What follows belongs to an exercise in optimizing a design on an open flow for small area, a short achievable clock period and few clock cycles per item; a production flow would make more cautious choices. Where RTL was checked, it was by simulation tests only, not by an equivalence proof against the original.

==> flow/design.v <==
package lacg_pkg;
    localparam int DEF_HISTORY_DEPTH = 8;
    localparam int DEF_NUM_CORES     = 4;
    localparam int LOAD_UNIT         = 100;
    localparam int ALL_LOAD_PER_CORE = 120;
    localparam int DEFAULT_INTERVAL  = 20;
endpackage
module load_average_core_count_governor_top #(
    parameter int HISTORY_DEPTH = lacg_pkg::DEF_HISTORY_DEPTH,
    parameter int NUM_CORES     = lacg_pkg::DEF_NUM_CORES
) (
    input  logic        clk,
    input  logic        rst_n,
    input  logic        evt_valid,
    output logic        evt_ready,
    input  logic [1:0]  evt_func,
    input  logic [9:0]  evt_run_count,
    input  logic [3:0]  evt_cores_online,
    input  logic        evt_offline_pending,
    input  logic        evt_screen_suspended,
    output logic        res_valid,
    input  logic        res_ready,
    output logic [2:0]  res_action,
    output logic        res_cancel_offline,
    output logic        res_start_unpause_timer,
    output logic [22:0] res_next_delay,
    output logic [16:0] res_average_load,
    output logic        res_paused_now,
    output logic        res_boost_now,
    input  logic        cfg_valid,
    output logic        cfg_ready,
    input  logic [2:0]  cfg_index,
    input  logic [15:0] cfg_data
);
    assign cfg_ready = 1'b1;
    logic        en_r;
    logic [3:0]  lo_r;
    logic [2:0]  hi_r;
    logic [15:0] ivl_r;
    logic [3:0]  scale_r;
    logic [9:0]  raise_r;
    logic [9:0]  lower_r;
    always_ff @(posedge clk or negedge rst_n) begin
        if (!rst_n) begin
            en_r    <= 1'b0;
            lo_r    <= 4'd2;
            hi_r    <= 3'd4;
            ivl_r   <= 16'd20;
            scale_r <= 4'd2;
            raise_r <= 10'd200;
            lower_r <= 10'd50;
        end else if (cfg_valid) begin
            case (cfg_index)
                3'd0: en_r    <= cfg_data[0];
                3'd1: lo_r    <= (cfg_data[3:0] == 4'd0) ? 4'd1 : cfg_data[3:0];
                3'd2: hi_r    <= (cfg_data[3:0] > 4'd4) ? 3'd4 : cfg_data[2:0];
                3'd3: ivl_r   <= (cfg_data == 16'd0) ? 16'd20 : cfg_data;
                3'd4: scale_r <= cfg_data[3:0];
                3'd5: raise_r <= cfg_data[9:0];
                3'd6: lower_r <= cfg_data[9:0];
                default: ;
            endcase
        end
    end
    typedef struct packed {
        logic       samp;    
        logic       bst;     
        logic       unp;     
        logic [9:0] run;
        logic [3:0] c;       
        logic       pend;
    } ev_t;
    ev_t  e_q;
    logic ve_q, vp_q, vr_q;
    logic adv, acc;
    assign adv       = !vr_q || res_ready;
    assign acc       = evt_valid && adv;
    assign evt_ready = adv;
    assign res_valid = vr_q;
    always_ff @(posedge clk or negedge rst_n) begin
        if (!rst_n) begin
            ve_q <= 1'b0;
            vp_q <= 1'b0;
            vr_q <= 1'b0;
        end else if (adv) begin
            ve_q <= evt_valid;
            vp_q <= ve_q;
            vr_q <= vp_q;
        end
    end
    always_ff @(posedge clk) begin
        if (adv) begin
            e_q.samp <= (evt_func == 2'd0) && en_r;
            e_q.bst  <= (evt_func == 2'd1) && en_r && !evt_screen_suspended;
            e_q.unp  <= (evt_func == 2'd2);
            e_q.run  <= evt_run_count;
            e_q.c    <= (evt_cores_online == 4'd0) ? 4'd1 : evt_cores_online;
            e_q.pend <= evt_offline_pending;
        end
    end
    logic [9:0]  ring [8];
    logic [2:0]  cnt_q;
    logic        full_q;
    logic [12:0] sum_q;
    logic [9:0]  old;
    logic        upd;
    assign upd = adv && ve_q && e_q.samp;
    assign old = full_q ? ring[7] : 10'd0;
    always_ff @(posedge clk or negedge rst_n) begin
        if (!rst_n) begin
            cnt_q  <= 3'd0;
            full_q <= 1'b0;
            sum_q  <= 13'd0;
        end else if (upd) begin
            cnt_q  <= cnt_q + 3'd1;
            if (cnt_q == 3'd7) full_q <= 1'b1;
            sum_q  <= sum_q + {3'd0, e_q.run} - {3'd0, old};
        end
    end
    always_ff @(posedge clk) begin
        if (upd) begin
            ring[0] <= e_q.run;
            for (int i = 1; i < 8; i++) ring[i] <= ring[i-1];
        end
    end
    function automatic logic [23:0] mul4(input logic [19:0] a, input logic [3:0] b);
        logic [23:0] r0, r1, r2, r3, s1, c1, s2, c2;
        r0 = b[0] ? {4'd0, a}       : 24'd0;
        r1 = b[1] ? {3'd0, a, 1'd0} : 24'd0;
        r2 = b[2] ? {2'd0, a, 2'd0} : 24'd0;
        r3 = b[3] ? {1'd0, a, 3'd0} : 24'd0;
        s1 = r0 ^ r1 ^ r2;
        c1 = ((r0 & r1) | (r0 & r2) | (r1 & r2)) << 1;
        s2 = s1 ^ c1 ^ r3;
        c2 = ((s1 & c1) | (s1 & r3) | (c1 & r3)) << 1;
        mul4 = s2 + c2;
    endfunction
    logic [11:0] raise3;
    logic [11:0] r3_n;
    logic [23:0] lc_full, y_full;
    logic [3:0]  sel;
    assign raise3  = {2'd0, raise_r} + {1'b0, raise_r, 1'b0};
    assign lc_full = mul4({10'd0, lower_r}, e_q.c);
    assign y_full  = mul4({4'd0, ivl_r}, e_q.c);
    assign sel     = (scale_r == 4'd0) ? e_q.c : scale_r;
    always_comb begin
        case (e_q.c[1:0])
            2'd1:    r3_n = {2'd0, raise_r};
            2'd2:    r3_n = {1'b0, raise_r, 1'b0};
            default: r3_n = raise3;
        endcase
    end
    typedef struct packed {
        logic        samp;
        logic        bst;
        logic        unp;
        logic        pend;
        logic        hgc;    
        logic        c1;     
        logic        logc;   
        logic [11:0] r3;     
        logic [13:0] lc;     
        logic [19:0] y;      
        logic        neg0, one0, two0;
        logic        neg1, one1, two1;
        logic        d2;
    } p_t;
    p_t p_q;
    always_ff @(posedge clk) begin
        if (adv) begin
            p_q.samp <= e_q.samp;
            p_q.bst  <= e_q.bst;
            p_q.unp  <= e_q.unp;
            p_q.pend <= e_q.pend;
            p_q.hgc  <= {1'b0, hi_r} > e_q.c;
            p_q.c1   <= e_q.c == 4'd1;
            p_q.logc <= lo_r < e_q.c;
            p_q.r3   <= r3_n;
            p_q.lc   <= lc_full[13:0];
            p_q.y    <= y_full[19:0];
            p_q.neg0 <= sel[1];
            p_q.one0 <= sel[0];
            p_q.two0 <= sel[1] && !sel[0];
            p_q.neg1 <= sel[3];
            p_q.one1 <= sel[2] ^ sel[1];
            p_q.two1 <= (sel[3] && !sel[2] && !sel[1]) || (!sel[3] && sel[2] && sel[1]);
            p_q.d2   <= sel[3];
        end
    end
    logic [16:0] avg;
    logic [17:0] t25;
    logic [19:0] x_raise, x_lower;
    logic        a_all, c_raise, c_lower;
    logic [23:0] m0, m1, b0, b1, b2, prod;
    logic [22:0] dsat;
    assign t25     = {1'b0, sum_q, 4'd0} + {2'd0, sum_q, 3'd0} + {5'd0, sum_q};
    assign avg     = t25[17:1];
    assign x_raise = {3'd0, sum_q, 4'd0} + {4'd0, sum_q, 3'd0} + {7'd0, sum_q} - {7'd0, p_q.r3, 1'b0};
    assign x_lower = {5'd0, p_q.lc, 1'b1} - ({3'd0, sum_q, 4'd0} + {4'd0, sum_q, 3'd0} + {7'd0, sum_q});
    assign a_all   = sum_q >= 13'd39;
    assign c_raise = !x_raise[19];
    assign c_lower = !x_lower[19];
    assign m0   = p_q.two0 ? {3'd0, p_q.y, 1'b0} : p_q.one0 ? {4'd0, p_q.y} : 24'd0;
    assign m1   = p_q.two1 ? {3'd0, p_q.y, 1'b0} : p_q.one1 ? {4'd0, p_q.y} : 24'd0;
    assign b0   = p_q.neg0 ? ~m0 : m0;
    assign b1   = {(p_q.neg1 ? ~m1[21:0] : m1[21:0]), 1'b0, p_q.neg0};
    assign b2   = {(p_q.d2 ? p_q.y : 20'd0), 1'b0, p_q.neg1, 2'd0};
    assign prod = b0 + b1 + b2;
    assign dsat = prod[23] ? 23'h7FFFFF : prod[22:0];
    logic        paused_q, boost_q;
    logic        paused_n, boost_n;
    logic [2:0]  act_n;
    logic        can_n, tmr_n, d_ivl, d_sat;
    always_comb begin
        paused_n = paused_q;
        boost_n  = boost_q;
        act_n    = 3'd0;
        can_n    = 1'b0;
        tmr_n    = 1'b0;
        d_ivl    = 1'b0;
        d_sat    = 1'b0;
        if (p_q.samp) begin
            if (a_all && p_q.hgc) begin
                paused_n = 1'b1;
                can_n    = p_q.pend;
                act_n    = 3'd1;
            end else if (paused_q) begin
                act_n    = 3'd4;
                d_ivl    = 1'b1;
            end else if (c_raise && p_q.hgc) begin
                can_n    = p_q.pend;
                act_n    = 3'd2;
            end else begin
                d_sat    = 1'b1;
                if (c_lower && p_q.logc) begin
                    boost_n = 1'b0;
                    if (!p_q.pend) act_n = 3'd3;
                end
            end
        end else if (p_q.bst) begin
            if (!boost_q && p_q.hgc) begin
                boost_n = 1'b1;
                if (p_q.c1) begin
                    can_n    = 1'b1;
                    paused_n = 1'b1;
                    act_n    = 3'd2;
                    tmr_n    = 1'b1;
                end else if (p_q.pend) begin
                    can_n    = 1'b1;
                    paused_n = 1'b1;
                    tmr_n    = 1'b1;
                    d_ivl    = 1'b1;
                end
            end
        end else if (p_q.unp) begin
            paused_n = 1'b0;
        end
    end
    always_ff @(posedge clk or negedge rst_n) begin
        if (!rst_n) begin
            paused_q <= 1'b1;
            boost_q  <= 1'b0;
        end else if (adv && vp_q) begin
            paused_q <= paused_n;
            boost_q  <= boost_n;
        end
    end
    logic [2:0]  act_q;
    logic        can_q, tmr_q;
    logic [22:0] dly_q;
    logic [16:0] avg_q;
    always_ff @(posedge clk) begin
        if (adv) begin
            act_q <= act_n;
            can_q <= can_n;
            tmr_q <= tmr_n;
            dly_q <= d_sat ? dsat : d_ivl ? {7'd0, ivl_r} : 23'd0;
            avg_q <= avg;
        end
    end
    assign res_action              = act_q;
    assign res_cancel_offline      = can_q;
    assign res_start_unpause_timer = tmr_q;
    assign res_next_delay          = dly_q;
    assign res_average_load        = avg_q;
    assign res_paused_now          = paused_q;
    assign res_boost_now           = boost_q;
endmodule
Settings: LEC_CHECK=0, CAP_MARGIN=20, CORE_MARGIN=2, CORE_UTILIZATION=40, SETUP_SLACK_MARGIN=2.9, SLEW_MARGIN=20, TNS_END_PERCENT=5; clock period 6.5 ns.
run.sh (not shown) runs the stock make flow with config.mk's settings and CLKGATE_MAP_FILE= SYNTH_SCRIPT=/design/flow/synth_recipe.tcl, a recipe that flattens the netlist after the stock synthesis.
Rerun with:
--- a/flow/design.v
+++ b/flow/design.v
@@ -102,21 +102,26 @@
     logic [2:0]  cnt_q;
     logic        full_q;
     logic [12:0] sum_q;
     logic [9:0]  old;
     logic        upd;
+    logic [12:0] su_s, su_c, sum_n;
+    assign su_s  = sum_q ^ {3'd0, e_q.run} ^ {3'h7, ~old};
+    assign su_c  = {(sum_q[11:0] & {2'd0, e_q.run}) | (sum_q[11:0] & {2'h3, ~old}) |
+                    ({2'd0, e_q.run} & {2'h3, ~old}), 1'b1};
+    assign sum_n = su_s + su_c;
     assign upd = adv && ve_q && e_q.samp;
     assign old = full_q ? ring[7] : 10'd0;
     always_ff @(posedge clk or negedge rst_n) begin
         if (!rst_n) begin
             cnt_q  <= 3'd0;
             full_q <= 1'b0;
             sum_q  <= 13'd0;
         end else if (upd) begin
             cnt_q  <= cnt_q + 3'd1;
             if (cnt_q == 3'd7) full_q <= 1'b1;
-            sum_q  <= sum_q + {3'd0, e_q.run} - {3'd0, old};
+            sum_q  <= sum_n;
         end
     end
     always_ff @(posedge clk) begin
         if (upd) begin
             ring[0] <= e_q.run;
@@ -133,34 +138,24 @@
         c1 = ((r0 & r1) | (r0 & r2) | (r1 & r2)) << 1;
         s2 = s1 ^ c1 ^ r3;
         c2 = ((s1 & c1) | (s1 & r3) | (c1 & r3)) << 1;
         mul4 = s2 + c2;
     endfunction
-    logic [11:0] raise3;
-    logic [11:0] r3_n;
     logic [23:0] lc_full, y_full;
     logic [3:0]  sel;
-    assign raise3  = {2'd0, raise_r} + {1'b0, raise_r, 1'b0};
     assign lc_full = mul4({10'd0, lower_r}, e_q.c);
     assign y_full  = mul4({4'd0, ivl_r}, e_q.c);
     assign sel     = (scale_r == 4'd0) ? e_q.c : scale_r;
-    always_comb begin
-        case (e_q.c[1:0])
-            2'd1:    r3_n = {2'd0, raise_r};
-            2'd2:    r3_n = {1'b0, raise_r, 1'b0};
-            default: r3_n = raise3;
-        endcase
-    end
     typedef struct packed {
         logic        samp;
         logic        bst;
         logic        unp;
         logic        pend;
         logic        hgc;    
         logic        c1;     
         logic        logc;   
-        logic [11:0] r3;     
+        logic [1:0]  cl;     
         logic [13:0] lc;     
         logic [19:0] y;      
         logic        neg0, one0, two0;
         logic        neg1, one1, two1;
         logic        d2;
@@ -173,11 +168,11 @@
             p_q.unp  <= e_q.unp;
             p_q.pend <= e_q.pend;
             p_q.hgc  <= {1'b0, hi_r} > e_q.c;
             p_q.c1   <= e_q.c == 4'd1;
             p_q.logc <= lo_r < e_q.c;
-            p_q.r3   <= r3_n;
+            p_q.cl   <= e_q.c[1:0];
             p_q.lc   <= lc_full[13:0];
             p_q.y    <= y_full[19:0];
             p_q.neg0 <= sel[1];
             p_q.one0 <= sel[0];
             p_q.two0 <= sel[1] && !sel[0];
@@ -191,23 +186,38 @@
     logic [17:0] t25;
     logic [19:0] x_raise, x_lower;
     logic        a_all, c_raise, c_lower;
     logic [23:0] m0, m1, b0, b1, b2, prod;
     logic [22:0] dsat;
-    assign t25     = {1'b0, sum_q, 4'd0} + {2'd0, sum_q, 3'd0} + {5'd0, sum_q};
+    logic [19:0] ta, tb, r1, r2, xs1, xc1, xs2, xc2, ys, yc;
+    assign ta      = {2'd0, {1'b0, sum_q, 4'd0} ^ {2'd0, sum_q, 3'd0} ^ {5'd0, sum_q}};
+    assign tb      = {2'd0, (({1'b0, sum_q, 4'd0} & {2'd0, sum_q, 3'd0}) | ({1'b0, sum_q, 4'd0} & {5'd0, sum_q}) |
+                             ({2'd0, sum_q, 3'd0} & {5'd0, sum_q})) << 1};
+    assign t25     = ta[17:0] + tb[17:0];
     assign avg     = t25[17:1];
-    assign x_raise = {3'd0, sum_q, 4'd0} + {4'd0, sum_q, 3'd0} + {7'd0, sum_q} - {7'd0, p_q.r3, 1'b0};
-    assign x_lower = {5'd0, p_q.lc, 1'b1} - ({3'd0, sum_q, 4'd0} + {4'd0, sum_q, 3'd0} + {7'd0, sum_q});
+    assign r1      = p_q.cl[0] ? ~{9'd0, raise_r, 1'b0} : 20'hFFFFF;
+    assign r2      = p_q.cl[1] ? ~{8'd0, raise_r, 2'd0} : 20'hFFFFF;
+    assign xs1     = ta ^ tb ^ r1;
+    assign xc1     = {((ta & tb) | (ta & r1) | (tb & r1)), 1'b1};
+    assign xs2     = xs1 ^ xc1 ^ r2;
+    assign xc2     = {((xs1 & xc1) | (xs1 & r2) | (xc1 & r2)), 1'b1};
+    assign x_raise = xs2 + xc2;
+    assign ys      = ta ^ tb ^ ~{5'd0, p_q.lc, 1'b1};
+    assign yc      = {((ta & tb) | (ta & ~{5'd0, p_q.lc, 1'b1}) | (tb & ~{5'd0, p_q.lc, 1'b1})), 1'b0};
+    assign x_lower = ys + yc;
     assign a_all   = sum_q >= 13'd39;
     assign c_raise = !x_raise[19];
-    assign c_lower = !x_lower[19];
+    assign c_lower = x_lower[19];
     assign m0   = p_q.two0 ? {3'd0, p_q.y, 1'b0} : p_q.one0 ? {4'd0, p_q.y} : 24'd0;
     assign m1   = p_q.two1 ? {3'd0, p_q.y, 1'b0} : p_q.one1 ? {4'd0, p_q.y} : 24'd0;
     assign b0   = p_q.neg0 ? ~m0 : m0;
     assign b1   = {(p_q.neg1 ? ~m1[21:0] : m1[21:0]), 1'b0, p_q.neg0};
     assign b2   = {(p_q.d2 ? p_q.y : 20'd0), 1'b0, p_q.neg1, 2'd0};
-    assign prod = b0 + b1 + b2;
+    logic [23:0] bs, bc;
+    assign bs   = b0 ^ b1 ^ b2;
+    assign bc   = {((b0 & b1) | (b0 & b2) | (b1 & b2)), 1'b0};
+    assign prod = bs + bc;
     assign dsat = prod[23] ? 23'h7FFFFF : prod[22:0];
     logic        paused_q, boost_q;
     logic        paused_n, boost_n;
     logic [2:0]  act_n;
     logic        can_n, tmr_n, d_ivl, d_sat;
Effect: Design area rose slightly. Routed wire length fell slightly. Core utilization rose by 0.60 points. Non-clock buffer count fell by 6. Via count rose slightly. Fmax rose by a little under a tenth. Worst setup slack improves by 300 ps. First-iteration DRC count rose by about a fifth.
Testbench counts after the change, summed over its fixed seeds: cycles 12,144, events 12,000.
Only the layout flow was run in the first run of this note; the RTL was not checked for function there.

separate check: timing with driven ports:
No port has a modelled driver above. Below, the same layouts with a new extraction and two added sets of constraints.
Step 1: set_driving_cell puts a clkbuf_16 on clk and a buf_2 on each other input, an assumption about the parent block.
Step 2 times the ports against the registers' clock, not the clock port: input delays grow and output delays shrink by t, the midpoint of the rising clock arrivals with the driver on.
a / b / c = ideal ports / drivers / drivers and shift; a / b = the first two.
run	shift t [ns]	setup WS [ns]	hold WS [ns]	worst slew at a driven data input, ns
the first run	0.635	2.188 / 2.188 / 2.188	0.383 / 0.383 / 0.383	0.06
the second run	0.625	2.484 / 2.484 / 2.411	0.414 / 0.414 / 0.414	0.08
After both steps every run listed still meets setup and hold. For the second run, which loses most, drivers alone change the setup slack by 0.000 ns; drivers and shift together by -0.073 ns.
